What follows belongs to an exercise in optimizing a design on an open flow for small area and a short achievable clock period; a production flow would make more cautious choices. Function was checked by simulation only, so behaviour that the tests miss may differ from the original. The clock port is modelled as an ideal driver; clocking choices that lean on that would not hold on a real chip. Power figures rest on the tool's default switching activity, not on a simulated workload.

File: design/flow/design.v
module ms_oai22 #(parameter int W = 1) (
  input  logic [W-1:0] a1, a2, b1, b2,
  output logic [W-1:0] y
);
  assign y = ~((a1 | a2) & (b1 | b2));
endmodule
module ms_aoi22 #(parameter int W = 1) (
  input  logic [W-1:0] a1, a2, b1, b2,
  output logic [W-1:0] y
);
  assign y = ~((a1 & a2) | (b1 & b2));
endmodule
module ms_rd_join (
  input  logic [10:0] p,
  input  logic [5:0]  n,
  output logic        y
);
  assign y = (|p) | ~(&n);
endmodule
module mem_slave #(
  parameter int unsigned WIDTH       = 16,
  parameter int unsigned DEPTH       = 64,
  parameter int unsigned ADDR_WIDTH  = $clog2(DEPTH),
  parameter int unsigned WAIT_CYCLES = 2
) (
  input  logic                  clk,
  input  logic                  res,
  input  logic                  bus_wr_rd,
  input  logic [ADDR_WIDTH-1:0] bus_addr,
  input  logic [WIDTH-1:0]      bus_wdata,
  input  logic                  bus_valid,
  output logic                  bus_ready,
  output logic [WIDTH-1:0]      bus_rdata,
  output logic                  bus_rdata_vld
);
  localparam int N6 = 10;   
  logic             ready_q, w1_q, w2_q, rq1_q, rq2_q, pend_q;
  logic             rdt_q, rdb_q;
  logic [2:0]       ph6_q;       
  logic [1:0]       ph4_q;
  logic             we_q;
  logic [N6:0]      rsel_q;      
  logic             is4_q;
  logic [2:0]       pos_q;       
  logic [3:0]       tsel_q;      
  logic [1:0]       smatch_q;    
  logic [WIDTH-1:0] wdata_q;
  logic [WIDTH-1:0] rdbuf_q;
  logic [WIDTH-1:0] rdata_q;
  logic             rdata_vld_q;
  logic [WIDTH-1:0] m6_q [N6][6];
  logic [WIDTH-1:0] m4_q [4];
  logic             accept;
  logic             clr;
  logic [2:0]       h, l;
  logic             is4_d;
  logic [N6:0]      rdec;
  logic [2:0]       ofs;
  logic [2:0]       pos_d;
  logic [2:0]       p6, p6n;
  logic [1:0]       p4;
  logic [WIDTH-1:0] wsrc, wsrc_n;
  logic [WIDTH-1:0] rd_word;
  assign accept = ready_q && bus_valid;
  assign clr    = res || rq1_q || rq2_q;
  assign wsrc   = clr ? '0 : wdata_q;
  assign wsrc_n = ~wsrc;
  assign h     = bus_addr[5:3];
  assign l     = bus_addr[2:0];
  assign is4_d = l[2] && l[1] && h[2] && h[1];
  always_comb begin
    for (int r = 0; r < 8; r++) rdec[r] = (h == 3'(r)) && !(l[2] && l[1]);
    rdec[8]  = l[2] && l[1] && !l[0] && !(h[2] && h[1]);
    rdec[9]  = l[2] && l[1] &&  l[0] && !(h[2] && h[1]);
    rdec[10] = is4_d;
  end
  assign ofs = !(l[2] && l[1]) ? l : !(h[2] && h[1]) ? h : {1'b0, l[0], h[0]};
  always_comb begin
    p6  = ready_q ? ofs : pos_q;
    p6n = 3'(({1'b0, p6} + (ready_q ? {1'b0, ph6_q} : 4'd0) + 4'd1) % 4'd6);
    p4  = 2'(p6[1:0] + (ready_q ? ph4_q : 2'd0) + 2'd1);
  end
  assign pos_d = (ready_q ? is4_d : is4_q) ? {1'b0, p4} : p6n;
  logic [N6:0]      s0, ns0;
  logic [N6-1:0]    s1, ns1, s2;
  logic             s3;
  always_comb begin
    for (int r = 0; r <= N6; r++) s0[r] = rsel_q[r] && tsel_q[0];
    for (int r = 0; r < N6; r++) begin
      s1[r] = rsel_q[r] && tsel_q[1];
      s2[r] = rsel_q[r] && tsel_q[2];
    end
    s3  = tsel_q[3];
    ns0 = ~s0;
    ns1 = ~s1;
  end
  logic [WIDTH-1:0] pp [11];
  logic [WIDTH-1:0] nn [6];
  for (genvar i = 0; i < 5; i++) begin : g_rd
    ms_oai22 #(.W(WIDTH)) u_g0 (
      .a1(m6_q[2*i][0]), .a2({WIDTH{ns0[2*i]}}),
      .b1(m6_q[2*i+1][0]), .b2({WIDTH{ns0[2*i+1]}}), .y(pp[i]));
    ms_oai22 #(.W(WIDTH)) u_g1 (
      .a1(m6_q[2*i][2]), .a2({WIDTH{ns1[2*i]}}),
      .b1(m6_q[2*i+1][2]), .b2({WIDTH{ns1[2*i+1]}}), .y(pp[5+i]));
    ms_aoi22 #(.W(WIDTH)) u_g2 (
      .a1(m6_q[2*i][4]), .a2({WIDTH{s2[2*i]}}),
      .b1(m6_q[2*i+1][4]), .b2({WIDTH{s2[2*i+1]}}), .y(nn[i]));
  end
  assign pp[10] = ~(m4_q[0] | {WIDTH{ns0[N6]}});
  assign nn[5]  = ~(m4_q[2] & {WIDTH{s3}});
  for (genvar b = 0; b < WIDTH; b++) begin : g_join
    logic [10:0] pb;
    logic [5:0]  nb;
    for (genvar i = 0; i < 11; i++) begin : g_p
      assign pb[i] = pp[i][b];
    end
    for (genvar i = 0; i < 6; i++) begin : g_n
      assign nb[i] = nn[i][b];
    end
    ms_rd_join u_join (.p(pb), .n(nb), .y(rd_word[b]));
  end
  always_ff @(posedge clk) begin
    if (res) begin
      ready_q     <= 1'b0;
      w1_q        <= 1'b0;
      w2_q        <= 1'b0;
      pend_q      <= 1'b0;
      rdt_q       <= 1'b0;
      rdb_q       <= 1'b0;
      ph6_q       <= '0;
      ph4_q       <= '0;
      rdata_q     <= '0;
      rdata_vld_q <= 1'b0;
    end else begin
      ready_q     <= !accept && !w1_q;
      w1_q        <= accept;
      w2_q        <= w1_q;
      pend_q      <= (accept && bus_wr_rd) || (we_q && (w1_q || w2_q));
      rdt_q       <= w1_q && !we_q && !pos_d[0];
      rdb_q       <= w1_q && !we_q && pos_d[0];
      ph6_q       <= (ph6_q == 3'd5) ? 3'd0 : ph6_q + 3'd1;
      ph4_q       <= ph4_q + 2'd1;
      rdata_vld_q <= w2_q && !we_q;
      if (rdt_q) rdata_q <= rd_word;
      else if (rdb_q) rdata_q <= rdbuf_q;
    end
    rq1_q <= res;
    rq2_q <= rq1_q;
  end
  always_ff @(posedge clk) begin
    if (ready_q) begin
      we_q    <= bus_wr_rd;
      rsel_q  <= rdec;
      is4_q   <= is4_d;
      wdata_q <= bus_wdata;
    end
    pos_q       <= pos_d;
    if (ready_q ? is4_d : is4_q) begin
      tsel_q      <= {pos_d[1:0] == 2'd1 || pos_d[1:0] == 2'd2, 2'b00,
                      pos_d[1:0] == 2'd0 || pos_d[1:0] == 2'd3};
      smatch_q[0] <= (pos_d[1:0] == 2'd3);
      smatch_q[1] <= (pos_d[1:0] == 2'd1);
    end else begin
      tsel_q      <= {1'b0, pos_d == 3'd3 || pos_d == 3'd4, pos_d == 3'd1 || pos_d == 3'd2,
                      pos_d == 3'd5 || pos_d == 3'd0};
      smatch_q[0] <= (pos_d == 3'd5);
      smatch_q[1] <= (pos_d == 3'd2);
    end
    rdbuf_q <= rd_word;
  end
  logic [N6:0] ws0, ws1, wk0, wk1;
  always_comb begin
    for (int r = 0; r <= N6; r++) begin
      ws0[r] = clr || (pend_q && rsel_q[r] && smatch_q[0]);
      ws1[r] = clr || (pend_q && rsel_q[r] && smatch_q[1]);
    end
    wk0 = ~ws0;
    wk1 = ~ws1;
  end
  logic [WIDTH-1:0] d6s0 [N6];
  logic [WIDTH-1:0] d6s1 [N6];
  logic [WIDTH-1:0] d4s0, d4s1;
  for (genvar r = 0; r < N6; r++) begin : g_slot
    ms_oai22 #(.W(WIDTH)) u_s0 (
      .a1(m6_q[r][5]), .a2({WIDTH{ws0[r]}}), .b1(wsrc), .b2({WIDTH{wk0[r]}}), .y(d6s0[r]));
    ms_oai22 #(.W(WIDTH)) u_s1 (
      .a1(m6_q[r][2]), .a2({WIDTH{ws1[r]}}), .b1(wsrc_n), .b2({WIDTH{wk1[r]}}), .y(d6s1[r]));
  end
  ms_oai22 #(.W(WIDTH)) u_s40 (
    .a1(m4_q[3]), .a2({WIDTH{ws0[N6]}}), .b1(wsrc), .b2({WIDTH{wk0[N6]}}), .y(d4s0));
  ms_oai22 #(.W(WIDTH)) u_s41 (
    .a1(m4_q[1]), .a2({WIDTH{ws1[N6]}}), .b1(wsrc_n), .b2({WIDTH{wk1[N6]}}), .y(d4s1));
  always_ff @(posedge clk) begin
    for (int r = 0; r < N6; r++) begin
      m6_q[r][0] <= d6s0[r];
      m6_q[r][1] <= m6_q[r][0];
      m6_q[r][2] <= m6_q[r][1];
      m6_q[r][3] <= d6s1[r];
      m6_q[r][4] <= m6_q[r][3];
      m6_q[r][5] <= m6_q[r][4];
    end
    m4_q[0] <= d4s0;
    m4_q[1] <= m4_q[0];
    m4_q[2] <= d4s1;
    m4_q[3] <= m4_q[2];
  end
  assign bus_ready     = ready_q;
  assign bus_rdata     = rdata_q;
  assign bus_rdata_vld = rdata_vld_q;
endmodule
File: design/flow/run.sh
#!/bin/bash
# synth_recipe.tcl (not shown) runs the flow's synth.tcl, then flattens the netlist and writes it again
# the make line also repeats each setting of config.mk as NAME=value (left out here)
make -C /OpenROAD-flow-scripts/flow DESIGN_CONFIG=/design/flow/config.mk WORK_HOME=/design/flow/orfs CLKGATE_MAP_FILE= SYNTH_SCRIPT=/design/flow/synth_recipe.tcl finish
File: design/flow/config.mk
export PLATFORM = sky130hd
export DESIGN_NAME = mem_slave
export DESIGN_NICKNAME = mem_slave
export VERILOG_FILES = /design/flow/design.v
export SDC_FILE = /design/flow/constraint.sdc
export NUM_CORES = 4
export LEC_CHECK = 0
export ABC_CLOCK_PERIOD_IN_PS = 2000
export CAP_MARGIN = 20
export CORE_MARGIN = 2
export CORE_UTILIZATION = 40
export SETUP_SLACK_MARGIN = 2.8
export SLEW_MARGIN = 20
export SYNTH_HIERARCHICAL = 1
File: design/flow/constraint.sdc
create_clock -name core_clock -period 5.0 [get_ports {clk}]
set_input_delay 1.0000 -clock core_clock [delete_from_list [all_inputs] [get_ports {clk}]]
set_output_delay 1.0000 -clock core_clock [all_outputs]
set_load 0.01 [all_outputs]
==> results of run 1 <==
[Yosys stat by module, one instance, submodules excluded, excerpt]
module / copies in the design / flip-flops and latches
mem_slave: 1 / 1108
ms_rd_join: 16 / 0
[flip-flops by register name, indices dropped and copies added, names as in the netlist]
register / flops
m6_q: 960
rdt_q: 1
m4_q: 64
is4_q: 1
w1_q: 1
w2_q: 1
we_q: 1
pos_q: 3
ph4_q: 2
rsel_q: 11
rq1_q: 1
pend_q: 1
ready_q: 1
wdata_q: 16
ph6_q: 3
rdata_q: 16
rdbuf_q: 16
rdb_q: 1
tsel_q: 4
smatch_q: 2
rdata_vld_q: 1
rq2_q: 1
[final timing paths]
path,slack (ns),startpoint,cells after the start,endpoint
setup / recovery,2.31,bus_addr[5],12,tsel_q[0]$_DFF_P_
hold / removal,0.31,m6_q[49][0]$_DFF_P_,0,m6_q[50][0]$_DFF_P_
setup reg to reg,2.34,tsel_q[0]$_DFF_P_,8,rdata_q[11]$_SDFFE_PP0P_
hold reg to reg,0.31,m6_q[49][0]$_DFF_P_,0,m6_q[50][0]$_DFF_P_
[power by group through the flow]
stage	Sequential, W	Combinational, W	Clock [W]
floorplan	0.00976	0.000807	0
global placement	0.00986	0.00156	0
detailed placement	0.00988	0.00158	0
CTS	0.00971	0.00178	0.00839
global route	0.00976	0.00194	0.00879
finish	0.00972	0.00190	0.00833
[metal layers]
metal / track usage, % / vias up / wire length [µm]
met4: 10.4 / 4 / 3970
met3: 8.31 / 260 / 11800
li1: - / 8561 / -
met1: 35.6 / 9965 / 40800
met5: 0.449 / - / 61
met2: 38.9 / 1230 / 42700
[cell type report]
class	instances	area (µm²)
antenna	3	7.51
clock buffer	151	3040
clock inverter	45	681
fill	6228	36400
inverter	45	453
multi-input combinational	1010	7190
sequential	1108	22500
tap	959	1200
timing repair buffer	118	1100
[cell families after synthesis]
| family | after synthesis |
|---|---|
| flip-flops | 1108 |
| multiplexers | 23 |
| adder cells (fa/ha/maj) | 11 |
| XOR/XNOR | 4 |
| AND/OR/NAND/NOR | 349 |
| buffers and inverters | 66 |
| AO/OA/AOI/OAI | 623 |
[through the flow]
step | cells | total power [W]
2_1_floorplan | 2184 | 0.0106
5_1_grt | 3436 | 0.0205
3_3_place_gp | 3195 | 0.0114
3_5_place_dp | 3195 | 0.0115
4_1_cts | 3432 | 0.0199
6_report | 3439 | 0.0199
[Yosys cell counts (3+ instances only)]
master	n
clkbuf_1	15
mux2i_1	19
edfxtp_1	28
o22ai_1	512
a22oi_2	80
a21oi_1	20
inv_1	44
ha_1	10
nor2_1	114
and2_1	16
nand2_1	125
nor3_1	7
o21ai_0	3
nand4_1	32
nor4_1	16
buf_2	6
nand3_1	6
dfxtp_1	1080
or4_1	16
[what timing repair did]
item | in CTS | in global routing
resized for setup | 284 | 26
setup endpoints to repair | 412 | 63
cloned | 1 | 0
pin swaps | 31 | 9
buffers inserted | 40 | 4
==> run_results.csv, run 1 <==
group,metric,value,unit
floorplan,start_util,40.2,%
placed_design,place_area,31300,µm²
yosys,synth-compound-area-share,15.0,%
yosys,synth-main-ff-cell,"dfxtp_1",
timing,fin_ws,2.31,ns
hold_path,min_path_type,"reg -> reg",
power_and_ir_drop,clock_power_share,41.7,%
status,status,"no timing/DRC/antenna violations",
yosys,synth_top_area_share,74.1,%
route,viasPerCell,5.82,
flow_run,maxCapViolCount,0,
timing,min_period,2.69,ns
placed_design,place_congestion,0.847,
power_and_ir_drop,p_seq_share,48.7,%
layout,final_layout_size_suffix_gt1_share,20.6,%
yosys,synth_area_leaders,"dfxtp_1, o22ai_1, a22oi_2",
timing,hold_ws,0.314,ns
timing,final-max-slew-violation-count,0,
timing,slew_headroom,27.5,%
yosys,yosys.area_share.xor_xnor,0.120,%
clock_network,ctsHoldBuffers,0,
setup_path,cp.required,5.52,ns
route,ant_nets,0,
floorplan,die-height,274,µm
setup_path,startpoint_type,"primary input",
yosys,synthesis.nets,2221,
clock_network,numCtsBuffers,103,
timing,finalClockSkew,0.0227,ns
clock_network,cts_tree,"yes",
power_and_ir_drop,ir_drop,0.269,mV
route,routed_wl,99.3,mm
timing,setup_violations,0,
layout,nNetsFinal,2423,
route,vias,20000,
setup_path,slowest_stage,"fa_2",
layout,fin_area,36100,µm²
route,drtIter0Drc,2262,
setup_path,path_max_fanout,6,
power_and_ir_drop,leakage,13.8,nW
setup_path,end_kind,"flop",
yosys,synth_seq_cells,1108,
clock_network,cts_sinks,1108,
global_route,antenna_found_initial,5,
setup_path,cpPeakStageDelay,0.49,ns
global_route,grt-ovfl-total,0,
yosys,synth_enable_flop_cells,28,
power_and_ir_drop,p_per_area,552,nW/µm²
route,firstDrtPassIters,6,
timing,rsz0062_at_grt,"yes",
placed_design,dpl_worst_slack,0.807,ns
global_route,grt_pass1_vias,20200,
floorplan,die-area,75100,µm²
global_route,grt_pass1_wl,140,mm
global_route,grt_max_degree,27,
yosys,yosysWarnings,17,
setup_path,cp.buffers_inverters,1,
yosys,synth_cell_types,46,
setup_path,crit_type,"in -> reg",
clock_network,clock_latency,0.68,ns
layout,final_cell_mix,"dfxtp_1, o22ai_1, nor2_1",
floorplan,rows,99,
yosys,synth_area_leader_cell,"dfxtp_1",
setup_path,crit_path_cell_trace,"buf_4 -> and2b_2 -> o21ai_2 -> nand3_1 -> nand2_2 -> fa_2 -> nor3_2 -> a21oi_2 -> mux2_4 -> ha_2 -> nor3_1 -> a311oi_1",
power_and_ir_drop,p_int,0.0149,W
route,wire_per_inst,28.9,µm
layout,final_util,49.8,%
floorplan,core_area,72600,µm²
layout,syn_to_final_growth,23.9,%
clock_network,ctsLongestPathBuffers,3,
yosys,synth_top_family_by_area,"compound AO/OA/AOI/OAI gates",
yosys,synthSimpleGateAreaFrac,5.56,%
yosys,synthAdderAreaFrac,0.498,%
clock_network,clk_pin_slew,0.07,ns
timing,finalHoldViolCount,0,
setup_path,cpLargestDelayFamily,"simple AND/OR/NAND/NOR gates",
layout,final_common_cell,"dfxtp_1",
timing,max_freq,372,MHz
power_and_ir_drop,p_sw_share,25.1,%
timing,fin_crit_sh,53.8,%
power_and_ir_drop,switchingPower,0.00501,W
floorplan,die_w,274,µm
yosys,muxShareOfSynthArea,0.884,%
yosys,syn_avg_cell_area,13.4,µm²
yosys,syn_area,29200,µm²
yosys,synth_cells,2184,
timing,tightest_slew,1.09,ns
setup_path,cp.arrival,3.21,ns
clock_network,cts_root_buffer,"clkbuf_16",
global_route,grtUsageTotal,26.3,%
placed_design,io_buffers,43,
power_and_ir_drop,p_comb_share,9.5,%
placed_design,dp_hpwl,57.1,mm
yosys,async_reset_ff_share,0,%
clock_network,ctsHtreeMaxLevel,3,
floorplan,io_pins,44,
yosys,yosysSeqAreaShare,77.0,%
route,route.detailed.drc,0,
timing,final.setup.tns,0,ns
==> run 2: changes to the inputs <==
==> design/flow/flow/run.sh (new file) <==
#!/bin/bash
set -euo pipefail
R=orfs/results/${FLOW_PLATFORM}/mem_slave/base
bash standard.sh cts > std_cts.log 2>&1
cp $R/4_cts.odb $R/4_cts_orig.odb
openroad -no_init -exit flow/clkroot.tcl > clkroot.log 2>&1
bash standard.sh finish > std_finish.log 2>&1
==> design/flow/flow/clkroot.tcl (new file) <==
set R orfs/results/$::env(FLOW_PLATFORM)/mem_slave/base
read_db $R/4_cts_orig.odb
set block [ord::get_db_block]
set clknet [[$block findBTerm clk] getNet]
set its [$clknet getITerms]
if {[llength $its] != 1} { error "clock port drives [llength $its] pins" }
set root [[lindex $its 0] getInst]
set rootnet [[$root findITerm X] getNet]
set mids {}
foreach it [$rootnet getITerms] { if {[$it getInst] != $root} { lappend mids $it } }
puts "root [$root getName] ([[$root getMaster] getName]) drives [llength $mids] pins"
proc cx {it} { set b [[$it getInst] getBBox]; return [expr {([$b xMin]+[$b xMax])/2}] }
proc cy {it} { set b [[$it getInst] getBBox]; return [expr {([$b yMin]+[$b yMax])/2}] }
if {[llength $mids] <= 4} {
  foreach it [$rootnet getITerms] { $it disconnect }
  [$root findITerm A] disconnect
  odb::dbInst_destroy $root
  odb::dbNet_destroy $rootnet
  foreach it $mids { $it connect $clknet; puts "clk -> [[$it getInst] getName]" }
} else {
  # regroup the buffers under the mids into 4 groups by position, one new buffer each
  set master [[$root getMaster] getName]
  set leaves {}
  set midinsts {}
  foreach it $mids {
    set m [$it getInst]
    lappend midinsts $m
    foreach l [[[$m findITerm X] getNet] getITerms] { if {[$l getInst] != $m} { lappend leaves $l } }
  }
  set sx [lsort -command {apply {{a b} {expr {[cx $a]-[cx $b]}}}} $leaves]
  set h [expr {[llength $sx]/2}]
  set groups {}
  foreach half [list [lrange $sx 0 [expr {$h-1}]] [lrange $sx $h end]] {
    set sy [lsort -command {apply {{a b} {expr {[cy $a]-[cy $b]}}}} $half]
    set q [expr {[llength $sy]/2}]
    lappend groups [lrange $sy 0 [expr {$q-1}]] [lrange $sy $q end]
  }
  foreach m $midinsts {
    set onet [[$m findITerm X] getNet]
    foreach it [$onet getITerms] { $it disconnect }
    odb::dbInst_destroy $m
    odb::dbNet_destroy $onet
  }
  foreach it [$rootnet getITerms] { $it disconnect }
  odb::dbInst_destroy $root
  odb::dbNet_destroy $rootnet
  set mm [[ord::get_db] findMaster $master]
  set k 0
  foreach g $groups {
    set sx 0; set sy 0
    foreach it $g { set sx [expr {$sx+[cx $it]}]; set sy [expr {$sy+[cy $it]}] }
    set n [llength $g]
    set inst [odb::dbInst_create $block $mm clkroot_$k]
    $inst setLocation [expr {$sx/$n}] [expr {$sy/$n}]
    $inst setPlacementStatus PLACED
    set net [odb::dbNet_create $block clknet_root_$k]
    $net setSigType CLOCK
    [$inst findITerm A] connect $clknet
    [$inst findITerm X] connect $net
    foreach it $g { $it connect $net }
    puts "clkroot_$k drives $n buffers"
    incr k
  }
  detailed_placement
}
write_db $R/4_cts.odb
==> design/flow/standard.sh (new file) <==
#!/bin/bash
# synth_recipe.tcl (not shown) runs the flow's synth.tcl, then flattens the netlist and writes it again
# the make line also repeats each setting of config.mk as NAME=value (left out here)
make -C /OpenROAD-flow-scripts/flow DESIGN_CONFIG=/design/flow/config.mk WORK_HOME=/design/flow/orfs CLKGATE_MAP_FILE= SYNTH_SCRIPT=/design/flow/synth_recipe.tcl "${@:-finish}"
--- a/design/flow/config.mk
+++ b/design/flow/config.mk
@@ -10,4 +10,6 @@
 export CORE_MARGIN = 2
 export CORE_UTILIZATION = 40
+export CTS_CLUSTER_DIAMETER = 80
+export CTS_CLUSTER_SIZE = 25
 export SETUP_SLACK_MARGIN = 2.8
 export SLEW_MARGIN = 20
removed: design/flow/run.sh
==> run 2 against run 1 <==
Effect of this change: register-to-register slack lost 0.05 ns; cell count fell by 3.3%; largest cell class unchanged; clock power shrank 45%; non-clock buffer count rose by 15; die area unchanged; combinational power up 2%; hold slack gained 0.0085 ns; core utilization shrank 2.7 points; critical endpoint is now tsel_q[2]$_SDFF_PP0_; clock-buffer cell count shrank 87; critical path depth increased by 2.
==> run_results.csv, run 2 <==
group,metric,value,unit
status,status,"no timing/DRC/antenna violations",
layout,final_common_cell,"dfxtp_1",
yosys,synth_seq_cells,1108,
yosys,async_reset_ff_share,0,%
timing,finalClockSkew,0.0170,ns
yosys,yosysSeqAreaShare,77.0,%
timing,tightest_slew,1.06,ns
clock_network,ctsLongestPathBuffers,3,
layout,regMostFlops,"m6_q",
timing,fin_ws,2.09,ns
layout,final_cell_mix,"dfxtp_1, o22ai_1, nor2_1",
global_route,grtUsageTotal,25.8,%
floorplan,die-area,75100,µm²
route,ant_nets,0,
clock_network,cts_root_buffer,"clkbuf_16",
floorplan,io_pins,44,
route,firstDrtPassIters,5,
layout,fin_area,34200,µm²
global_route,grt_pass1_vias,19400,
power_and_ir_drop,clock_power_share,28.1,%
clock_network,ctsHtreeMaxLevel,2,
global_route,grt_max_degree,27,
route,wire_per_inst,29.9,µm
yosys,syn_area,29200,µm²
layout,diodes,0,
timing,hold_ws,0.322,ns
clock_network,cts_tree,"yes",
floorplan,rows,99,
setup_path,end_kind,"flop",
setup_path,slowest_stage,"fa_2",
yosys,synth_enable_flop_cells,28,
placed_design,dpl_worst_slack,0.807,ns
yosys,yosysWarnings,17,
power_and_ir_drop,leakage,12.9,nW
global_route,grt_pass1_wl,138,mm
setup_path,cp.arrival,3.25,ns
yosys,synth_area_leader_cell,"dfxtp_1",
yosys,synth-compound-area-share,15.0,%
timing,setup_violations,0,
setup_path,cpLargestDelayFamily,"adder cells",
placed_design,place_area,31300,µm²
setup_path,startpoint_type,"primary input",
global_route,antenna_found_initial,2,
power_and_ir_drop,switchingPower,0.00426,W
power_and_ir_drop,p_sw_share,26.3,%
layout,final_layout_size_suffix_gt1_share,17.4,%
route,viasPerCell,5.92,
yosys,syn_avg_cell_area,13.4,µm²
floorplan,die-height,274,µm
layout,largest_register_ffs,960,
power_and_ir_drop,p_per_area,474,nW/µm²
timing,max_freq,343,MHz
clock_network,numCtsBuffers,50,
setup_path,cpPeakStageDelay,0.41,ns
timing,rsz0062_at_grt,"yes",
setup_path,r2r_setup_slack,2.29,ns
setup_path,crit_path_cell_trace,"buf_6 -> and2b_2 -> o21ai_2 -> nand3_1 -> nand2_2 -> fa_2 -> xor2_4 -> xor2_2 -> a21oi_2 -> mux2i_2 -> buf_4 -> ha_4 -> mux2i_1 -> nor2_1",
placed_design,io_buffers,43,
setup_path,crit_type,"in -> reg",
global_route,grt-ovfl-total,0,
yosys,synthMostInstantiatedCell,"dfxtp_1",
floorplan,start_util,40.2,%
power_and_ir_drop,p_seq_share,59.9,%
power_and_ir_drop,p_comb_share,12.0,%
yosys,synthesis.nets,2221,
power_and_ir_drop,p_int,0.0119,W
timing,min_period,2.91,ns
clock_network,clock_latency,0.44,ns
yosys,muxShareOfSynthArea,0.884,%
setup_path,path_max_fanout,4,
yosys,yosys.area_share.xor_xnor,0.120,%
clock_network,clk_pin_slew,0.10,ns
yosys,synth-main-ff-cell,"dfxtp_1",
yosys,synthSimpleGateAreaFrac,5.56,%
yosys,synth_top_family_by_area,"compound AO/OA/AOI/OAI gates",
yosys,synth_area_leaders,"dfxtp_1, o22ai_1, a22oi_2",
hold_path,min_path_type,"reg -> reg",
placed_design,place_congestion,0.847,
power_and_ir_drop,ir_drop,0.228,mV
floorplan,core_area,72600,µm²
timing,slew_headroom,29.0,%
yosys,synth_commonest_cells,"dfxtp_1, o22ai_1, nand2_1",
timing,final.setup.tns,0,ns
route,vias,19700,
placed_design,dp_hpwl,57.1,mm
layout,nNetsFinal,2387,
setup_path,cp.buffers_inverters,2,
route,route.detailed.drc,0,
yosys,synth_cells,2184,
layout,largestRegisters,"m6_q x960, m4_q x64",
clock_network,cts_sinks,1108,
timing,fin_crit_sh,58.3,%
timing,final-max-slew-violation-count,0,
setup_path,cp.required,5.33,ns
floorplan,die_w,274,µm
yosys,synth_cell_types,46,
yosys,synthAdderAreaFrac,0.498,%
route,routed_wl,99.4,mm
layout,syn_to_final_growth,17.2,%
layout,final_util,47.1,%
route,drtIter0Drc,2387,
flow_run,maxCapViolCount,0,
yosys,synth_top_area_share,74.1,%
timing,finalHoldViolCount,0,
[run 2: cell types whose count changed in the layout (fill, tap and decap cells not counted), sizes merged, moves of 2 or more]
cell / delta
clkbuf: -87
clkinv: -17
buf: +14
bufinv: -13
inv: -10
diode: -3
clkinvlp: -2
nand2: +2
[run 2: area by class of cell]
class	count	area [µm²]
fillers	6406	38400
flip-flops and latches	1108	22500
multi-input cells	1012	7200
clock buffers	64	1380
repair buffers	133	1350
well taps	959	1200
inverters	45	547
clock inverters	2	16.3
repair inverters	1	16.3
[run 2: final timing paths]
path | start | to | cells after the start
worst max-delay path | bus_addr[0] | tsel_q[2]$_SDFF_PP0_ | 14
worst min-delay path | m6_q[9][0]$_DFF_P_ | m6_q[10][0]$_DFF_P_ | 0
worst max register to register | tsel_q[0]$_DFF_P_ | rdata_q[2]$_SDFFE_PP0P_ | 7
worst min register to register | m6_q[9][0]$_DFF_P_ | m6_q[10][0]$_DFF_P_ | 0
[run 2: per-module statistics from Yosys, one instance, submodules excluded, excerpt]
module	cell area, µm²	cells inside
ms_rd_join	41.3	8
mem_slave	24300	1464
[run 2: kinds of logic after synthesis]
group | count (synthesis)
compound gates | 623
xor+xnor | 4
fa+ha+maj | 11
buf+inv | 66
flops | 1108
mux | 23
simple gates | 349
[run 2: repair_timing]
| action | 4_1_cts | 5_1_grt |
|---|---|---|
| resized for setup | 286 | 41 |
| gates cloned | 1 | 3 |
| endpoints found under the setup margin | 412 | 392 |
| hold buffers | 0 | 0 |
| buffers inserted | 41 | 18 |
| hold endpoints to repair | 0 | 0 |
| pin swaps | 29 | 15 |
[run 2: layer usage]
layer	GRT usage (%)	wire length, µm
met4	9.85	4100
met5	0	0
met1	35.8	41600
met2	38.4	42500
met3	6.67	11200
[run 2: power groups by stage]
stage               Combinational (W)  Clock, W  Sequential [W]
finish                        0.00194   0.00456         0.00971
global placement              0.00156         0         0.00986
CTS                           0.00177   0.00468         0.00970
floorplan                    0.000807         0         0.00976
global route                  0.00197   0.00490         0.00976
detailed placement            0.00158         0         0.00988
[run 2: stage by stage]
step | power [W] | cells
after global placement | 0.0114 | 3195
after detailed placement | 0.0115 | 3195
after floorplan | 0.0106 | 2184
after CTS | 0.0161 | 3304
after global routing | 0.0166 | 3324
final | 0.0162 | 3324
==> run 3: changes to the inputs <==
--- a/design/flow/design.v
+++ b/design/flow/design.v
@@ -37,10 +37,10 @@
   logic             ready_q, w1_q, w2_q, rq1_q, rq2_q, pend_q;
   logic             rdt_q, rdb_q;
-  logic [2:0]       ph6_q;       
-  logic [1:0]       ph4_q;
+  logic [5:0]       ph6_q;       
+  logic [3:0]       ph4_q;
   logic             we_q;
   logic [N6:0]      rsel_q;      
-  logic             is4_q;
-  logic [2:0]       pos_q;       
+  logic [5:0]       p6_q;        
+  logic [3:0]       p4_q;        
   logic [3:0]       tsel_q;      
   logic [1:0]       smatch_q;    
@@ -56,10 +56,11 @@
   logic             is4_d;
   logic [N6:0]      rdec;
-  logic [2:0]       ofs;
-  logic [2:0]       pos_d;
-  logic [2:0]       p6, p6n;
-  logic [1:0]       p4;
+  logic [5:0]       oh6;
+  logic [3:0]       oh4;
+  logic [5:0]       p6_d;
+  logic [3:0]       p4_d;
   logic [WIDTH-1:0] wsrc, wsrc_n;
   logic [WIDTH-1:0] rd_word;
+  logic             pos_odd;
   assign accept = ready_q && bus_valid;
   assign clr    = res || rq1_q || rq2_q;
@@ -75,11 +76,21 @@
     rdec[10] = is4_d;
   end
-  assign ofs = !(l[2] && l[1]) ? l : !(h[2] && h[1]) ? h : {1'b0, l[0], h[0]};
-  always_comb begin
-    p6  = ready_q ? ofs : pos_q;
-    p6n = 3'(({1'b0, p6} + (ready_q ? {1'b0, ph6_q} : 4'd0) + 4'd1) % 4'd6);
-    p4  = 2'(p6[1:0] + (ready_q ? ph4_q : 2'd0) + 2'd1);
-  end
-  assign pos_d = (ready_q ? is4_d : is4_q) ? {1'b0, p4} : p6n;
+  always_comb begin
+    for (int o = 0; o < 6; o++) oh6[o] = (l == 3'(o)) || (l[2] && l[1] && h == 3'(o));
+    for (int o = 0; o < 4; o++) oh4[o] = is4_d && l[0] == o[1] && h[0] == o[0];
+  end
+  always_comb begin
+    for (int k = 0; k < 6; k++) begin
+      p6_d[k] = 1'b0;
+      for (int o = 0; o < 6; o++) p6_d[k] = p6_d[k] | (oh6[o] && ph6_q[(k - o + 11) % 6]);
+      if (!ready_q) p6_d[k] = p6_q[(k + 5) % 6];
+    end
+    for (int k = 0; k < 4; k++) begin
+      p4_d[k] = 1'b0;
+      for (int o = 0; o < 4; o++) p4_d[k] = p4_d[k] | (oh4[o] && ph4_q[(k - o + 7) % 4]);
+      if (!ready_q) p4_d[k] = p4_q[(k + 3) % 4];
+    end
+  end
+  assign pos_odd = p6_d[1] || p6_d[3] || p6_d[5] || p4_d[1] || p4_d[3];
   logic [N6:0]      s0, ns0;
   logic [N6-1:0]    s1, ns1, s2;
@@ -129,6 +140,6 @@
       rdt_q       <= 1'b0;
       rdb_q       <= 1'b0;
-      ph6_q       <= '0;
-      ph4_q       <= '0;
+      ph6_q       <= 6'd1;
+      ph4_q       <= 4'd1;
       rdata_q     <= '0;
       rdata_vld_q <= 1'b0;
@@ -138,8 +149,8 @@
       w2_q        <= w1_q;
       pend_q      <= (accept && bus_wr_rd) || (we_q && (w1_q || w2_q));
-      rdt_q       <= w1_q && !we_q && !pos_d[0];
-      rdb_q       <= w1_q && !we_q && pos_d[0];
-      ph6_q       <= (ph6_q == 3'd5) ? 3'd0 : ph6_q + 3'd1;
-      ph4_q       <= ph4_q + 2'd1;
+      rdt_q       <= w1_q && !we_q && !pos_odd;
+      rdb_q       <= w1_q && !we_q && pos_odd;
+      ph6_q       <= {ph6_q[4:0], ph6_q[5]};
+      ph4_q       <= {ph4_q[2:0], ph4_q[3]};
       rdata_vld_q <= w2_q && !we_q;
       if (rdt_q) rdata_q <= rd_word;
@@ -153,19 +164,12 @@
       we_q    <= bus_wr_rd;
       rsel_q  <= rdec;
-      is4_q   <= is4_d;
-      wdata_q <= bus_wdata;
-    end
-    pos_q       <= pos_d;
-    if (ready_q ? is4_d : is4_q) begin
-      tsel_q      <= {pos_d[1:0] == 2'd1 || pos_d[1:0] == 2'd2, 2'b00,
-                      pos_d[1:0] == 2'd0 || pos_d[1:0] == 2'd3};
-      smatch_q[0] <= (pos_d[1:0] == 2'd3);
-      smatch_q[1] <= (pos_d[1:0] == 2'd1);
-    end else begin
-      tsel_q      <= {1'b0, pos_d == 3'd3 || pos_d == 3'd4, pos_d == 3'd1 || pos_d == 3'd2,
-                      pos_d == 3'd5 || pos_d == 3'd0};
-      smatch_q[0] <= (pos_d == 3'd5);
-      smatch_q[1] <= (pos_d == 3'd2);
-    end
+        wdata_q <= bus_wdata;
+    end
+    p6_q        <= p6_d;
+    p4_q        <= p4_d;
+    tsel_q      <= {p4_d[1] || p4_d[2], p6_d[3] || p6_d[4], p6_d[1] || p6_d[2],
+                    p6_d[5] || p6_d[0] || p4_d[0] || p4_d[3]};
+    smatch_q[0] <= p6_d[5] || p4_d[3];
+    smatch_q[1] <= p6_d[2] || p4_d[1];
     rdbuf_q <= rd_word;
   end
==> run 3 against run 2 <==
Effect of this change: still clean on timing, DRC and antenna; critical path depth decreased by 7; power decreased by 4.3%; setup slack improved by 0.58 ns; die area increased by 0.87%; hold slack got worse by 0.0014 ns; clock power about the same; critical endpoint is now tsel_q[0]$_DFF_P_.
==> run_results.csv, run 3 <==
group,metric,value,unit
yosys,synthAdderAreaFrac,0,%
global_route,grt_pass1_vias,19400,
setup_path,rr_worst_depth,8,
setup_path,r2r_setup_slack,2.79,ns
yosys,yosysSeqAreaShare,77.1,%
yosys,muxShareOfSynthArea,0.863,%
clock_network,ctsLongestPathBuffers,3,
hold_path,min_path_type,"reg -> reg",
route,routed_wl,101,mm
yosys,synthSimpleGateAreaFrac,5.58,%
route,drtIter0Drc,2445,
timing,max_freq,429,MHz
placed_design,dp_cells,3235,
clock_network,numCtsBuffers,51,
layout,nNetsFinal,2389,
setup_path,cp.arrival,2.65,ns
setup_path,slowest_stage,"a222oi_1",
setup_path,crit_path_start,"bus_addr[5]",
yosys,async_reset_ff_share,0,%
route,ant_nets,0,
yosys,synth-compound-area-share,15.5,%
setup_path,path_max_fanout,5,
layout,final_cell_mix,"dfxtp_1, o22ai_1, nor2_1",
floorplan,die_w,275,µm
timing,fin_crit_sh,46.6,%
clock_network,cts_sinks,1119,
timing,setup_violations,0,
yosys,syn_avg_cell_area,13.3,µm²
global_route,antenna_found_initial,1,
hold_path,hold_end,"m6_q[4][10]$_DFF_P_",
global_route,grt_max_degree,39,
power_and_ir_drop,p_per_area,461,nW/µm²
route,wire_per_inst,30.3,µm
floorplan,start_util,40.4,%
route,viasPerCell,5.93,
layout,layout.cells.non_filler,3336,
timing,tightest_slew,0.768,ns
timing,final-max-slew-violation-count,0,
yosys,synthMostInstantiatedCell,"dfxtp_1",
flow_run,maxCapViolCount,0,
layout,fin_area,33700,µm²
clock_network,ctsHoldBuffers,0,
yosys,synth_top_family_by_area,"compound AO/OA/AOI/OAI gates",
status,status,"no timing/DRC/antenna violations",
global_route,grt_pass1_wl,137,mm
floorplan,die-height,275,µm
hold_path,worstHoldStart,"m6_q[3][10]$_DFF_P_",
yosys,synth_area_leaders,"dfxtp_1, o22ai_1, a22oi_2",
setup_path,end_kind,"flop",
yosys,synth_top_area_share,74.2,%
yosys,syn_area,29400,µm²
yosys,yosys.area_share.xor_xnor,0,%
yosys,synth_cell_types,43,
setup_path,crit_path_cell_trace,"buf_12 -> nor4bb_4 -> o21a_2 -> a222oi_1 -> a31oi_2 -> or2_1 -> or3_1",
global_route,grt-ovfl-total,0,
yosys,synth_area_leader_cell,"dfxtp_1",
clock_network,cts_root_buffer,"clkbuf_16",
yosys,synth_enable_flop_cells,28,
placed_design,io_buffers,43,
placed_design,place_congestion,0.874,
setup_path,startpoint_type,"primary input",
route,firstDrtPassIters,6,
timing,rsz0062_at_grt,"yes",
route,route.detailed.drc,0,
layout,nFillCells,6508,
clock_network,cts_tree,"yes",
layout,syn_to_final_growth,14.4,%
timing,final.setup.tns,0,ns
route,vias,19800,
yosys,synthesis.nets,2240,
placed_design,place_area,31500,µm²
yosys,synth-main-ff-cell,"dfxtp_1",
clock_network,clock_latency,0.44,ns
setup_path,r2r_end,"rdata_q[5]$_SDFFE_PP0P_",
layout,largest_register_ffs,960,
setup_path,cp.required,5.32,ns
placed_design,dp_hpwl,56.4,mm
yosys,synth_seq_cells,1119,
timing,min_period,2.33,ns
floorplan,rows,99,
yosys,synth_cells,2214,
setup_path,crit_type,"in -> reg",
layout,largestRegisters,"m6_q x960, m4_q x64",
layout,regMostFlops,"m6_q",
timing,finalHoldViolCount,0,
setup_path,cpPeakStageDelay,0.39,ns
yosys,yosysWarnings,17,
power_and_ir_drop,leakage,12.5,nW
clock_network,ctsHtreeMaxLevel,2,
yosys,synth_commonest_cells,"dfxtp_1, o22ai_1, nand2_1",
layout,final_common_cell,"dfxtp_1",
global_route,grtUsageTotal,25.7,%
floorplan,die-area,75700,µm²
timing,finalClockSkew,0.0181,ns
clock_network,clk_pin_slew,0.10,ns
power_and_ir_drop,ir_drop,0.263,mV
power_and_ir_drop,total_power,0.0155,W
floorplan,io_pins,44,
timing,slew_headroom,48.8,%
layout,diodes,0,
floorplan,core_area,72800,µm²
layout,final_layout_size_suffix_gt1_share,16.5,%
setup_path,r2r-start,"rsel_q[5]$_DFFE_PP_",
hold_path,hold_depth,0,
==> run 3: worst max-delay path by stage <==
stage,end,slack (ns),cells past startpoint
global route,tsel_q[0]$_DFF_P_,2.63,7
finish,tsel_q[0]$_DFF_P_,2.67,7
detailed placement,tsel_q[0]$_DFF_P_,1.56,7
CTS,m6_q[6][0]$_DFF_P_,2.70,6
global placement,tsel_q[0]$_DFF_P_,1.62,7
floorplan,tsel_q[0]$_DFF_P_,2.48,7
==> run 3: routing by layer <==
layer | track usage [%] | vias to the layer above | part of all wire (%)
li1 | - | 8485 | -
met4 | 9.90 | 2 | 4.4
met2 | 38.0 | 1188 | 43
met5 | 0 | - | 0.013
met1 | 34.9 | 9841 | 41
met3 | 8.30 | 271 | 12
==> run 3: layout make-up <==
| cell class | count | area, µm² | share of cell area (%) |
|---|---|---|---|
| Clock buffer | 62 | 1330 | 3.94 |
| Inverter | 44 | 317 | 0.941 |
| Clock inverter | 4 | 41.3 | 0.123 |
| Timing Repair Buffer | 120 | 1140 | 3.38 |
| Sequential cell | 1119 | 22700 | 67.5 |
| Timing Repair inverter | 4 | 22.5 | 0.0669 |
| Multi-Input combinational cell | 1024 | 6900 | 20.5 |
| Tap cell | 959 | 1200 | 3.57 |
==> run 3: repair_timing <==
item,4_1_cts,5_1_grt
pin swaps,8,34
setup buffers,6,21
cloned,0,8
setup endpoints to repair,330,357
resized for setup,166,124
==> run 3: stage by stage <==
step	hold WS (ns)	util, %	setup WS [ns]
CTS	0.323	45.4	2.70
detailed placement	0.312	43.2	1.56
global route	0.327	46.2	2.63
floorplan	0.310	-	2.48
global placement	0.309	43.2	1.62
finish	0.321	46.2	2.67
==> run 3: power by group <==
part	internal (W)	switching, W
combinational	0.000372	0.000883
clock	0.00189	0.00265
sequential	0.00946	0.000262
total	0.0117	0.00379
==> run 3: per-module statistics from Yosys (local to each module, per instance), a selection <==
module | flip-flops and latches | cell area (µm²)
ms_rd_join | 0 | 41.3
mem_slave | 1119 | 24600
==> run 3: kinds of logic (layout without fill, tap and decap cells) <==
logic type             Yosys count  after routing
AND/OR/NAND/NOR                352            352
AO/OA/AOI/OAI                  647            647
flip-flops                    1119           1119
multiplexers                    25             25
buffers and inverters           71            234
==> run 3: critical path, delay by kind of cell <==
family | cells | cell delay (ns)
buf+inv | 1 | 0.10
simple gates | 3 | 0.73
compound gates | 3 | 0.81
==> run 4: changes to the inputs <==
==> design/flow/run.sh (new file) <==
#!/bin/bash
# synth_recipe.tcl (not shown) runs the flow's synth.tcl, then flattens the netlist and writes it again
# the make line also repeats each setting of config.mk as NAME=value (left out here)
make -C /OpenROAD-flow-scripts/flow DESIGN_CONFIG=/design/flow/config.mk WORK_HOME=/design/flow/orfs CLKGATE_MAP_FILE= SYNTH_SCRIPT=/design/flow/synth_recipe.tcl finish
removed: design/flow/flow/run.sh
removed: design/flow/flow/clkroot.tcl
removed: design/flow/standard.sh
==> run 4 against run 3 <==
Effect of this change: flip-flop and latch count unchanged; clock power increased by 2%; setup slack improved by 0.083 ns; cell count decreased by 0.39%; core utilization decreased by 0.40 points; sequential share of layout area increased by 0.58 points; critical path type unchanged; largest power group unchanged.
==> run_results.csv, run 4 <==
group,metric,value,unit
clock_network,cts_sinks,1119,
yosys,synthAdderAreaFrac,0,%
timing,slew_headroom,40.4,%
route,vias,19800,
global_route,grt-ovfl-total,0,
layout,fin_area,33400,µm²
timing,hold_ws,0.322,ns
layout,regMostFlops,"m6_q",
placed_design,io_buffers,43,
power_and_ir_drop,leakage,12.4,nW
clock_network,clock_latency,0.64,ns
setup_path,cp.arrival,2.75,ns
global_route,grt_pass1_vias,19500,
layout,nNetsFinal,2376,
power_and_ir_drop,p_comb_share,7.8,%
layout,largestRegisters,"m6_q x960, m4_q x64",
floorplan,die-height,275,µm
clock_network,cts_tree,"yes",
yosys,synth_cells,2214,
global_route,top_usage_layer,"met2",
floorplan,start_util,40.4,%
yosys,synth-compound-area-share,15.5,%
setup_path,r2r-start,"rsel_q[8]$_DFFE_PP_",
yosys,yosys.area_share.xor_xnor,0,%
timing,tightest_slew,0.894,ns
floorplan,die-area,75700,µm²
power_and_ir_drop,p_seq_share,62.4,%
timing,final.setup.tns,0,ns
clock_network,ctsLongestPathBuffers,3,
timing,finalHoldViolCount,0,
yosys,syn_avg_cell_area,13.3,µm²
floorplan,core_area,72800,µm²
yosys,synth_cell_types,43,
setup_path,r2r_setup_slack,2.78,ns
layout,nFillCells,6549,
layout,largest_register_ffs,960,
route,firstDrtPassIters,6,
global_route,grtUsageMet1,34.9,%
yosys,synthesis.nets,2240,
setup_path,startpoint_type,"primary input",
route,viasPerCell,5.95,
clock_network,ctsHtreeMaxLevel,2,
timing,final-max-slew-violation-count,0,
power_and_ir_drop,clock_power_share,29.8,%
placed_design,place_area,31500,µm²
power_and_ir_drop,p_int,0.0117,W
yosys,synth_top_family_by_area,"compound AO/OA/AOI/OAI gates",
yosys,synth_commonest_cells,"dfxtp_1, o22ai_1, nand2_1",
setup_path,end_kind,"flop",
clock_network,cts_root_buffer,"clkbuf_16",
route,route.detailed.drc,0,
layout,final_cell_mix,"dfxtp_1, o22ai_1, nor2_1",
hold_path,hold_depth,0,
layout,diodes,0,
yosys,muxShareOfSynthArea,0.863,%
yosys,synthMostInstantiatedCell,"dfxtp_1",
yosys,synth_area_leader_cell,"dfxtp_1",
power_and_ir_drop,total_power,0.0156,W
yosys,yosysWarnings,17,
layout,final_common_cell,"dfxtp_1",
yosys,synth-main-ff-cell,"dfxtp_1",
flow_run,maxCapViolCount,0,
power_and_ir_drop,switchingPower,0.00384,W
layout,syn_to_final_growth,13.4,%
status,status,"no timing/DRC/antenna violations",
placed_design,dp_hpwl,56.4,mm
power_and_ir_drop,ir_drop,0.263,mV
yosys,synthSimpleGateAreaFrac,5.58,%
clock_network,numCtsBuffers,51,
setup_path,rr_worst_depth,7,
clock_network,ctsHoldBuffers,0,
timing,setup_violations,0,
yosys,synth_seq_cells,1119,
floorplan,rows,99,
yosys,yosysSeqAreaShare,77.1,%
clock_network,clk_pin_slew,0.10,ns
route,routed_wl,99.8,mm
timing,fin_crit_sh,44.9,%
yosys,syn_area,29400,µm²
hold_path,min_path_type,"reg -> reg",
timing,min_period,2.25,ns
global_route,grt_max_degree,39,
setup_path,crit_type,"in -> reg",
layout,regArea,22700,µm²
global_route,grtUsageTotal,25.7,%
timing,finalClockSkew,0.0172,ns
setup_path,endpoint,"m6_q[12][13]$_DFF_P_",
global_route,grt_pass1_wl,137,mm
timing,rsz0062_at_grt,"yes",
layout,final_layout_size_suffix_gt1_share,15.5,%
layout,multiInputGateArea,6800,µm²
setup_path,r2r_end,"rdata_q[8]$_SDFFE_PP0P_",
global_route,antenna_found_initial,3,
global_route,met2_usage,38.0,%
power_and_ir_drop,p_sw_share,24.7,%
yosys,synth_top_area_share,74.2,%
floorplan,io_pins,44,
route,ant_nets,0,
floorplan,die_w,275,µm
setup_path,crit_path_start,"res",
route,drtIter0Drc,2114,
yosys,async_reset_ff_share,0,%
timing,max_freq,445,MHz
setup_path,path_max_fanout,38,
route,wire_per_inst,30.0,µm
placed_design,place_congestion,0.874,
yosys,synth_enable_flop_cells,28,
setup_path,cp.required,5.50,ns
power_and_ir_drop,p_per_area,467,nW/µm²
yosys,synth_area_leaders,"dfxtp_1, o22ai_1, a22oi_2",
global_route,met3_usage,8.22,%
run 4: cell types whose count changed in the layout (fill, tap and decap cells not counted), moves of 3 or more:
cell,before,now
buf_4,56,51
inv_4,9,12
or4_4,6,2
buf_12,7,4
clkinvlp_2,3,0
or4_1,10,14
run 4: power by group through the flow:
| stage | Clock [W] | Combinational (W) | Sequential (W) |
|---|---|---|---|
| after floorplan | 0 | 0.000530 | 0.00980 |
| after global placement | 0 | 0.00106 | 0.00988 |
| after detailed placement | 0 | 0.00107 | 0.00990 |
| after CTS | 0.00466 | 0.00110 | 0.00971 |
| after global routing | 0.00500 | 0.00122 | 0.00977 |
| final | 0.00463 | 0.00121 | 0.00972 |
run 4: worst max-delay path, stage by stage:
cell and delay (ns):
buf_2 0.11, nor3_2 0.30, buf_12 0.35, nand2_4 0.37, inv_6 0.36, o22ai_1 0.16
run 4: repair_timing:
action,4_1_cts,5_1_grt
setup endpoints to repair,330,203
pin swaps,8,23
setup buffers,6,13
gates resized for setup,166,78
gates cloned,0,2
run 4: worst min-delay path by stage:
stage	startpoint	endpoint	slack, ns
floorplan	m6_q[9][0]$_DFF_P_	m6_q[10][0]$_DFF_P_	0.31
global placement	m6_q[7][13]$_DFF_P_	m6_q[8][13]$_DFF_P_	0.31
detailed placement	m6_q[51][2]$_DFF_P_	m6_q[52][2]$_DFF_P_	0.31
CTS	m6_q[3][10]$_DFF_P_	m6_q[4][10]$_DFF_P_	0.32
global route	m6_q[25][7]$_DFF_P_	m6_q[26][7]$_DFF_P_	0.33
finish	m6_q[3][10]$_DFF_P_	m6_q[4][10]$_DFF_P_	0.32
run 4: layout make-up:
class,instances,share of cell area (%)
clock buffers,63,4.05
inverters,44,0.881
well taps,959,3.60
multi-input cells,1024,20.4
clock inverters,4,0.124
repair buffers,110,2.91
flip-flops and latches,1119,68.1
run 4: cells by family (layout without fill, tap and decap cells):
| kind of cell | Yosys count | count (layout) |
|---|---|---|
| AOI/OAI and AO/OA | 647 | 647 |
| buffers and inverters | 71 | 221 |
| DFF | 1119 | 1119 |
| muxes | 25 | 25 |
| and+or+nand+nor | 352 | 352 |
run 4: Yosys stat by module (local to each module, per instance), a selection:
module      times used  cell area (µm²)  cells
ms_rd_join          16             41.3      8
mem_slave            1            24600   1494
run 4: per-layer routing:
layer | up-vias | wire length [µm]
met5 | - | 0
met4 | 0 | 4380
met3 | 278 | 11800
met2 | 1192 | 42800
met1 | 9833 | 40900
li1 | 8462 | -
run 4: through the flow:
stage | utilization, % | setup slack, ns | std cells
detailed placement | 43.2 | 1.56 | 3235
finish | 45.8 | 2.75 | 3323
floorplan | - | 2.48 | 2214
CTS | 45.4 | 2.70 | 3308
global placement | 43.2 | 1.62 | 3235
global route | 45.8 | 2.72 | 3323
==> run 5: changes to the inputs <==
--- a/design/flow/design.v
+++ b/design/flow/design.v
@@ -17,4 +17,16 @@
 );
   assign y = (|p) | ~(&n);
+endmodule
+module ms_or2 (
+  input  logic a, b,
+  output logic y
+);
+  assign y = a | b;
+endmodule
+module ms_nor2 (
+  input  logic a, b,
+  output logic y
+);
+  assign y = ~(a | b);
 endmodule
 module mem_slave #(
@@ -174,12 +186,16 @@
     rdbuf_q <= rd_word;
   end
-  logic [N6:0] ws0, ws1, wk0, wk1;
+  logic [N6:0] q0, q1, ws0, ws1, wk0, wk1;
   always_comb begin
     for (int r = 0; r <= N6; r++) begin
-      ws0[r] = clr || (pend_q && rsel_q[r] && smatch_q[0]);
-      ws1[r] = clr || (pend_q && rsel_q[r] && smatch_q[1]);
-    end
-    wk0 = ~ws0;
-    wk1 = ~ws1;
+      q0[r] = rq1_q || rq2_q || (pend_q && rsel_q[r] && smatch_q[0]);
+      q1[r] = rq1_q || rq2_q || (pend_q && rsel_q[r] && smatch_q[1]);
+    end
+  end
+  for (genvar r = 0; r <= N6; r++) begin : g_ws
+    ms_or2  u_ws0 (.a(res), .b(q0[r]), .y(ws0[r]));
+    ms_or2  u_ws1 (.a(res), .b(q1[r]), .y(ws1[r]));
+    ms_nor2 u_wk0 (.a(res), .b(q0[r]), .y(wk0[r]));
+    ms_nor2 u_wk1 (.a(res), .b(q1[r]), .y(wk1[r]));
   end
   logic [WIDTH-1:0] d6s0 [N6];
==> run 5 against run 4 <==
Effect of this change: clock-buffer cell count is 2 lower; core utilization rose by 0.70 points; clock power rose by 1%; combinational power up 11%; die area is 0.48% higher; synthesized area up 0.48%; register-to-register slack worse by 0.07 ns; critical endpoint is now m6_q[12][12]$_DFF_P_.
==> run_results.csv, run 5 <==
group,metric,value,unit
status,status,"no timing/DRC/antenna violations",
clock_network,cts_tree,"yes",
setup_path,end_kind,"flop",
route,ant_nets,0,
power_and_ir_drop,p_per_area,464,nW/µm²
yosys,synthesis.nets,2241,
timing,finalHoldViolCount,0,
clock_network,cts_root_buffer,"clkbuf_16",
layout,syn_to_final_growth,15.0,%
setup_path,r2r_setup_slack,2.71,ns
route,route.detailed.drc,0,
floorplan,core_area,73100,µm²
clock_network,cts_sinks,1119,
placed_design,io_buffers,43,
global_route,grtUsageTotal,25.2,%
global_route,grtUsageMet1,32.6,%
layout,diodes,0,
yosys,yosysSeqAreaShare,76.7,%
clock_network,clock_latency,0.65,ns
floorplan,rows,99,
route,routed_wl,97.8,mm
timing,slew_headroom,29.1,%
layout,final_common_cell,"dfxtp_1",
floorplan,die-area,76100,µm²
yosys,synth_commonest_cells,"dfxtp_1, o22ai_1, nor2_1",
yosys,synth_cells,2215,
floorplan,start_util,40.5,%
global_route,met3_usage,5.55,%
yosys,synth_seq_cells,1119,
route,drtIter0Drc,2163,
global_route,grt_pass1_wl,135,mm
layout,nNetsFinal,2431,
timing,min_period,2.29,ns
yosys,syn_avg_cell_area,13.3,µm²
clock_network,ctsLongestPathBuffers,3,
yosys,synth_area_leaders,"dfxtp_1, o22ai_1, a22oi_2",
setup_path,cp.required,5.51,ns
timing,final.setup.tns,0,ns
power_and_ir_drop,leakage,12.8,nW
timing,max_freq,437,MHz
timing,tightest_slew,1.06,ns
yosys,synthMostInstantiatedCell,"dfxtp_1",
layout,largest_register_ffs,960,
power_and_ir_drop,total_power,0.0158,W
global_route,met2_usage,39.2,%
timing,final-max-slew-violation-count,0,
timing,finalClockSkew,0.0242,ns
yosys,synth_enable_flop_cells,28,
setup_path,crit_type,"reg -> reg",
clock_network,clk_pin_slew,0.10,ns
power_and_ir_drop,switchingPower,0.00391,W
power_and_ir_drop,ir_drop,0.287,mV
power_and_ir_drop,p_sw_share,24.8,%
global_route,grt_max_degree,63,
yosys,async_reset_ff_share,0,%
timing,rsz0062_at_grt,"yes",
global_route,grt-ovfl-total,0,
timing,setup_violations,0,
clock_network,numCtsBuffers,51,
yosys,synth_area_leader_cell,"dfxtp_1",
setup_path,path_max_fanout,23,
yosys,synth_cell_types,44,
route,firstDrtPassIters,6,
power_and_ir_drop,p_int,0.0118,W
clock_network,ctsHoldBuffers,0,
setup_path,startpoint_type,"flop",
yosys,synth_top_area_share,73.9,%
layout,final_layout_size_suffix_gt1_share,17.1,%
floorplan,die-height,276,µm
yosys,synth-main-ff-cell,"dfxtp_1",
route,viasPerCell,5.88,
yosys,syn_area,29600,µm²
layout,final_cell_mix,"dfxtp_1, o22ai_1, nor2_1",
power_and_ir_drop,clock_power_share,29.8,%
hold_path,min_path_type,"reg -> reg",
placed_design,place_congestion,0.874,
floorplan,die_w,276,µm
setup_path,cp.arrival,2.81,ns
power_and_ir_drop,p_seq_share,61.7,%
route,vias,19900,
layout,nFillCells,6536,
global_route,antenna_found_initial,0,
placed_design,dp_hpwl,59.9,mm
layout,regMostFlops,"m6_q",
yosys,yosysWarnings,17,
clock_network,ctsHtreeMaxLevel,2,
global_route,top_usage_layer,"met2",
floorplan,io_pins,44,
flow_run,maxCapViolCount,0,
layout,largestRegisters,"m6_q x960, m4_q x64",
timing,fin_crit_sh,45.8,%
route,wire_per_inst,28.9,µm
power_and_ir_drop,p_comb_share,8.5,%
global_route,grt_pass1_vias,19500,
==> run 5: routing by layer <==
| metal | share of wire (%) | vias up | wire, µm |
|---|---|---|---|
| met5 | 0 | - | 0 |
| met4 | 6.7 | 0 | 6550 |
| met3 | 9.2 | 321 | 8970 |
| met2 | 44 | 1104 | 42800 |
| met1 | 40 | 9836 | 39500 |
| li1 | - | 8596 | - |
==> run 5: worst max-delay path, cell delays in order, from the launching register on <==
cell and delay (ns):
dfxtp_1 0.32, or2_2 0.49, nor2_2 0.17, buf_4 0.33, nand2_1 0.40, inv_2 0.33, o22ai_1 0.12
==> run 5: power groups by stage <==
stage / logic (W) / clock network (W) / registers [W]
2_1_floorplan: 0.000532 / 0 / 0.00981
3_3_place_gp: 0.00111 / 0 / 0.00988
3_5_place_dp: 0.00112 / 0 / 0.00990
4_1_cts: 0.00121 / 0.00473 / 0.00972
5_1_grt: 0.00136 / 0.00504 / 0.00977
6_report: 0.00134 / 0.00469 / 0.00972
==> run 5: per-module statistics from Yosys, one instance, submodules excluded, a selection <==
module / cells inside / cell area (µm²) / times used
ms_rd_join: 8 / 41.3 / 16
mem_slave: 1451 / 24500 / 1
ms_or2: 1 / 6.26 / 22
ms_nor2: 1 / 3.75 / 22
==> run 5: through the flow <==
stage / instances / instance area (µm²) / hold slack (ns) / utilization (%) / setup slack, ns
3_3_place_gp: 3263 / 31700 / 0.310 / 43.3 / 1.54
4_1_cts: 3355 / 33500 / 0.324 / 45.9 / 2.77
3_5_place_dp: 3263 / 31700 / 0.312 / 43.3 / 1.50
5_1_grt: 3379 / 34000 / 0.324 / 46.5 / 2.63
6_report: 3379 / 34000 / 0.322 / 46.5 / 2.71
2_1_floorplan: 2215 / 29600 / 0.310 / - / 2.48
==> run 5: cell families (layout without fill, tap and decap cells) <==
family                 after synthesis  count (layout)  synth area share, %
and+or+nand+nor                    353             353                 5.76
DFF                               1119            1119                 76.7
buffers and inverters               49             254                0.647
AOI/OAI and AO/OA                  669             669                 16.0
muxes                               25              25                0.859
==> run 5: timing repair <==
action | 4_1_cts | 5_1_grt
buffers inserted | 22 | 22
cloned | 2 | 2
endpoints found under the setup margin | 344 | 121
pin swaps | 10 | 41
gates resized for setup | 215 | 82
==> run 5: worst paths after layout <==
check,from,cells after the start,endpoint
max reg2reg,rq1_q$_DFF_P_,6,m6_q[12][12]$_DFF_P_
min,m6_q[43][6]$_DFF_P_,0,m6_q[44][6]$_DFF_P_
min reg2reg,m6_q[43][6]$_DFF_P_,0,m6_q[44][6]$_DFF_P_
max,rq1_q$_DFF_P_,6,m6_q[12][12]$_DFF_P_
==> run 5: layout make-up <==
class	count	area (µm²)	share of cell area (%)
clock inverter	7	116	0.342
inverter	22	115	0.339
timing repair buffer	160	1400	4.11
timing repair inverter	4	20.0	0.0589
sequential	1119	22700	66.8
tap	959	1200	3.53
multi-input combinational	1047	7120	20.9
clock buffer	61	1310	3.86
==> run 6: changes to the inputs <==
--- a/design/flow/design.v
+++ b/design/flow/design.v
@@ -16,5 +16,38 @@
   output logic        y
 );
-  assign y = (|p) | ~(&n);
+  logic [5:0] q;
+  logic [2:0] m;
+  logic [1:0] r;
+  logic       t0, t1;
+  for (genvar i = 0; i < 5; i++) begin : g_q
+    ms_nor2 u_q (.a(p[2*i]), .b(p[2*i+1]), .y(q[i]));
+  end
+  ms_nor2 u_q5 (.a(p[10]), .b(1'b0), .y(q[5]));
+  for (genvar i = 0; i < 3; i++) begin : g_m
+    ms_nand2 u_m (.a(n[2*i]), .b(n[2*i+1]), .y(m[i]));
+  end
+  ms_nand3 u_r0 (.a(q[0]), .b(q[1]), .c(q[2]), .y(r[0]));
+  ms_nand3 u_r1 (.a(q[3]), .b(q[4]), .c(q[5]), .y(r[1]));
+  ms_nor3  u_t0 (.a(r[0]), .b(r[1]), .c(m[0]), .y(t0));
+  ms_nor2  u_t1 (.a(m[1]), .b(m[2]), .y(t1));
+  ms_nand2 u_y  (.a(t0), .b(t1), .y(y));
+endmodule
+module ms_nand2 (
+  input  logic a, b,
+  output logic y
+);
+  assign y = ~(a & b);
+endmodule
+module ms_nand3 (
+  input  logic a, b, c,
+  output logic y
+);
+  assign y = ~(a & b & c);
+endmodule
+module ms_nor3 (
+  input  logic a, b, c,
+  output logic y
+);
+  assign y = ~(a | b | c);
 endmodule
 module ms_or2 (
@@ -77,6 +110,10 @@
   assign accept = ready_q && bus_valid;
   assign clr    = res || rq1_q || rq2_q;
-  assign wsrc   = clr ? '0 : wdata_q;
-  assign wsrc_n = ~wsrc;
+  logic [WIDTH-1:0] wdata_n;
+  assign wdata_n = ~wdata_q;
+  for (genvar b = 0; b < WIDTH; b++) begin : g_wsrc
+    ms_nor2 u_p (.a(wdata_n[b]), .b(clr), .y(wsrc[b]));
+    ms_or2  u_n (.a(wdata_n[b]), .b(clr), .y(wsrc_n[b]));
+  end
   assign h     = bus_addr[5:3];
   assign l     = bus_addr[2:0];
==> run 6 against run 5 <==
Effect of this change: still clean; sequential share of layout area down 0.82 points; cell area up 1.2%; setup slack better by 0.046 ns; power down 0.57%; clock power about the same; clock skew down 0.0047 ns; largest cell class unchanged.
==> run_results.csv, run 6 <==
group,metric,value,unit
hold_path,min_path_type,"reg -> reg",
global_route,grtUsageTotal,24.2,%
global_route,antenna_found_initial,1,
yosys,synth_area_leaders,"dfxtp_1, o22ai_1, a22oi_2",
layout,nNetsFinal,2526,
placed_design,io_buffers,43,
hold_path,worstHoldStart,"m6_q[43][11]$_DFF_P_",
yosys,synthesis.nets,2380,
route,drtIter0Drc,1874,
floorplan,rows,100,
layout,largestRegisters,"m6_q x960, m4_q x64",
clock_network,cts_sinks,1119,
clock_network,numCtsBuffers,51,
clock_network,cts_tree,"yes",
flow_run,maxCapViolCount,0,
yosys,syn_area,30200,µm²
layout,final_layout_size_suffix_gt1_share,16.6,%
clock_network,ctsLongestPathBuffers,3,
placed_design,dp_hpwl,61.0,mm
placed_design,place_congestion,0.879,
setup_path,crit_path_start,"rq1_q$_DFF_P_",
timing,max_freq,445,MHz
route,routed_wl,97.3,mm
yosys,synth_area_leader_cell,"dfxtp_1",
global_route,grt_max_degree,51,
setup_path,crit_type,"reg -> reg",
global_route,grt-ovfl-total,0,
timing,final.setup.tns,0,ns
setup_path,rr_worst_depth,6,
status,status,"no timing/DRC/antenna violations",
yosys,async_reset_ff_share,0,%
yosys,synth_top_area_share,72.3,%
setup_path,cp.required,5.50,ns
yosys,synth_cells,2354,
power_and_ir_drop,leakage,13.0,nW
global_route,grt_pass1_wl,135,mm
clock_network,cts_root_buffer,"clkbuf_16",
clock_network,ctsHoldBuffers,0,
timing,tightest_slew,1.07,ns
layout,largest_register_ffs,960,
timing,hold_ws,0.329,ns
global_route,grt_pass1_vias,20000,
power_and_ir_drop,ir_drop,0.270,mV
timing,fin_crit_sh,44.9,%
setup_path,r2r-start,"rq1_q$_DFF_P_",
floorplan,die-height,279,µm
clock_network,ctsHtreeMaxLevel,2,
clock_network,clk_pin_slew,0.10,ns
yosys,yosysWarnings,17,
setup_path,end_kind,"flop",
clock_network,clock_latency,0.64,ns
timing,min_period,2.25,ns
hold_path,hold_depth,0,
power_and_ir_drop,p_per_area,455,nW/µm²
timing,slew_headroom,28.6,%
yosys,synth_cell_types,53,
placed_design,place_area,32200,µm²
floorplan,core_area,74600,µm²
route,wire_per_inst,28.0,µm
timing,finalHoldViolCount,0,
floorplan,io_pins,44,
timing,finalClockSkew,0.0195,ns
route,viasPerCell,5.72,
route,vias,19900,
yosys,synth_commonest_cells,"dfxtp_1, o22ai_1, nor2_1",
layout,final_util,46.1,%
route,ant_nets,0,
floorplan,die_w,279,µm
layout,final_common_cell,"dfxtp_1",
layout,fin_area,34400,µm²
route,route.detailed.drc,0,
layout,regMostFlops,"m6_q",
yosys,synth_seq_cells,1119,
timing,final-max-slew-violation-count,0,
floorplan,die-area,77700,µm²
setup_path,startpoint_type,"flop",
layout,diodes,0,
layout,syn_to_final_growth,13.9,%
timing,setup_violations,0,
route,firstDrtPassIters,5,
floorplan,start_util,40.5,%
yosys,syn_avg_cell_area,12.8,µm²
layout,nFillCells,6706,
yosys,synthMostInstantiatedCell,"dfxtp_1",
yosys,synth-main-ff-cell,"dfxtp_1",
setup_path,path_max_fanout,22,
yosys,synth_enable_flop_cells,28,
layout,final_cell_mix,"dfxtp_1, o22ai_1, nor2_1",
timing,rsz0062_at_grt,"yes",
setup_path,cp.arrival,2.75,ns
yosys,yosysSeqAreaShare,75.1,%
[run 6: timing repair]
item,CTS,global route
endpoints found under the setup margin,419,332
pin swaps,8,8
setup buffers,21,12
resized for setup,194,72
hold endpoints to repair,0,0
cloned,0,1
[run 6: where the power goes]
part	internal [W]	switching, W	total, W	leakage (nW)
clock	0.00200	0.00271	0.00471	0.701
combinational	0.000389	0.000883	0.00127	3.00
sequential	0.00944	0.000249	0.00969	9.25
total	0.0118	0.00384	0.0157	13.0
[run 6: path summary, 6_finish.rpt]
check | slack (ns) | end
worst max-delay path | 2.75 | m4_q[0][7]$_DFF_P_
worst min-delay path | 0.33 | m6_q[44][11]$_DFF_P_
worst max register to register | 2.75 | m4_q[0][7]$_DFF_P_
worst min register to register | 0.33 | m6_q[44][11]$_DFF_P_
[run 6: Yosys stat by module (local to each module, per instance), a selection]
module | copies in the design | area, µm² | cells
ms_nor3 | 16 | 10.0 | 1
ms_nor2 | 150 | 3.75 | 1
ms_nand3 | 32 | 5.00 | 1
ms_nand2 | 64 | 3.75 | 1
ms_rd_join | 16 | 3.75 | 1
ms_or2 | 38 | 6.26 | 1
mem_slave | 1 | 24600 | 1446
[run 6: worst max-delay path, cell delays in order (launching register included)]
cell and delay (ns):
dfxtp_1 0.40, or2_0 0.25, buf_4 0.23, a21o_1 0.20
nor2_2 0.50, buf_4 0.37, o22ai_1 0.14
[run 6: area by class of cell]
type	instances	area [µm²]	share of cell area, %
Sequential cell	1119	22700	66.0
Tap cell	969	1210	3.52
Timing Repair Buffer	124	1120	3.26
Clock buffer	58	1370	3.97
Clock inverter	4	57.6	0.167
Multi-Input combinational cell	1179	7850	22.8
Inverter	25	93.8	0.273
[run 6: stage by stage]
stage	instances	total power (W)	worst slack, ns
2_1_floorplan	2354	0.0104	2.57
3_3_place_gp	3381	0.0110	1.47
3_5_place_dp	3382	0.0110	1.44
4_1_cts	3465	0.0156	2.55
5_1_grt	3478	0.0161	2.74
6_report	3478	0.0157	2.75
[run 6: logic make-up after synthesis]
kind of cell	synth area share [%]
DFF	75.1
other	0.199
buffers and inverters	0.849
muxes	0.895
and+or+nand+nor	7.07
AOI/OAI and AO/OA	15.9
[run 6: routing by layer]
metal,GRT usage (%),vias to the layer above,wire length [µm]
li1,-,8808,-
met1,32.1,9875,40200
met2,37.1,969,42400
met3,4.82,239,8630
met4,13.3,0,6070
met5,0.250,-,0

what the ideal ports hide:
No port has a modelled driver above. Below, the same layouts with a new extraction and two added sets of constraints.
Step 1: set_driving_cell puts a clkbuf_16 on clk and a buf_2 on each other input, an assumption about the parent block.
Step 2 times the ports against the registers' clock, not the clock port: input delays grow and output delays shrink by t, the midpoint of the rising clock arrivals with the driver on.
a / b / c = ideal / step 1 / step 2; a / b = the first two.
| run | shift t [ns] | slack for setup (ns) |
|---|---|---|
| run 1 | 0.730 | 2.309 / 2.335 / 1.617 |
| run 2 | 0.561 | 2.085 / 2.165 / 1.604 |
| run 3 | 0.563 | 2.670 / 2.754 / 2.191 |
| run 4 | 0.699 | 2.753 / 2.775 / 2.101 |
| run 5 | 0.698 | 2.709 / 2.709 / 2.087 |
| run 6 | 0.693 | 2.755 / 2.755 / 2.105 |
After both steps every run listed still meets setup and hold.
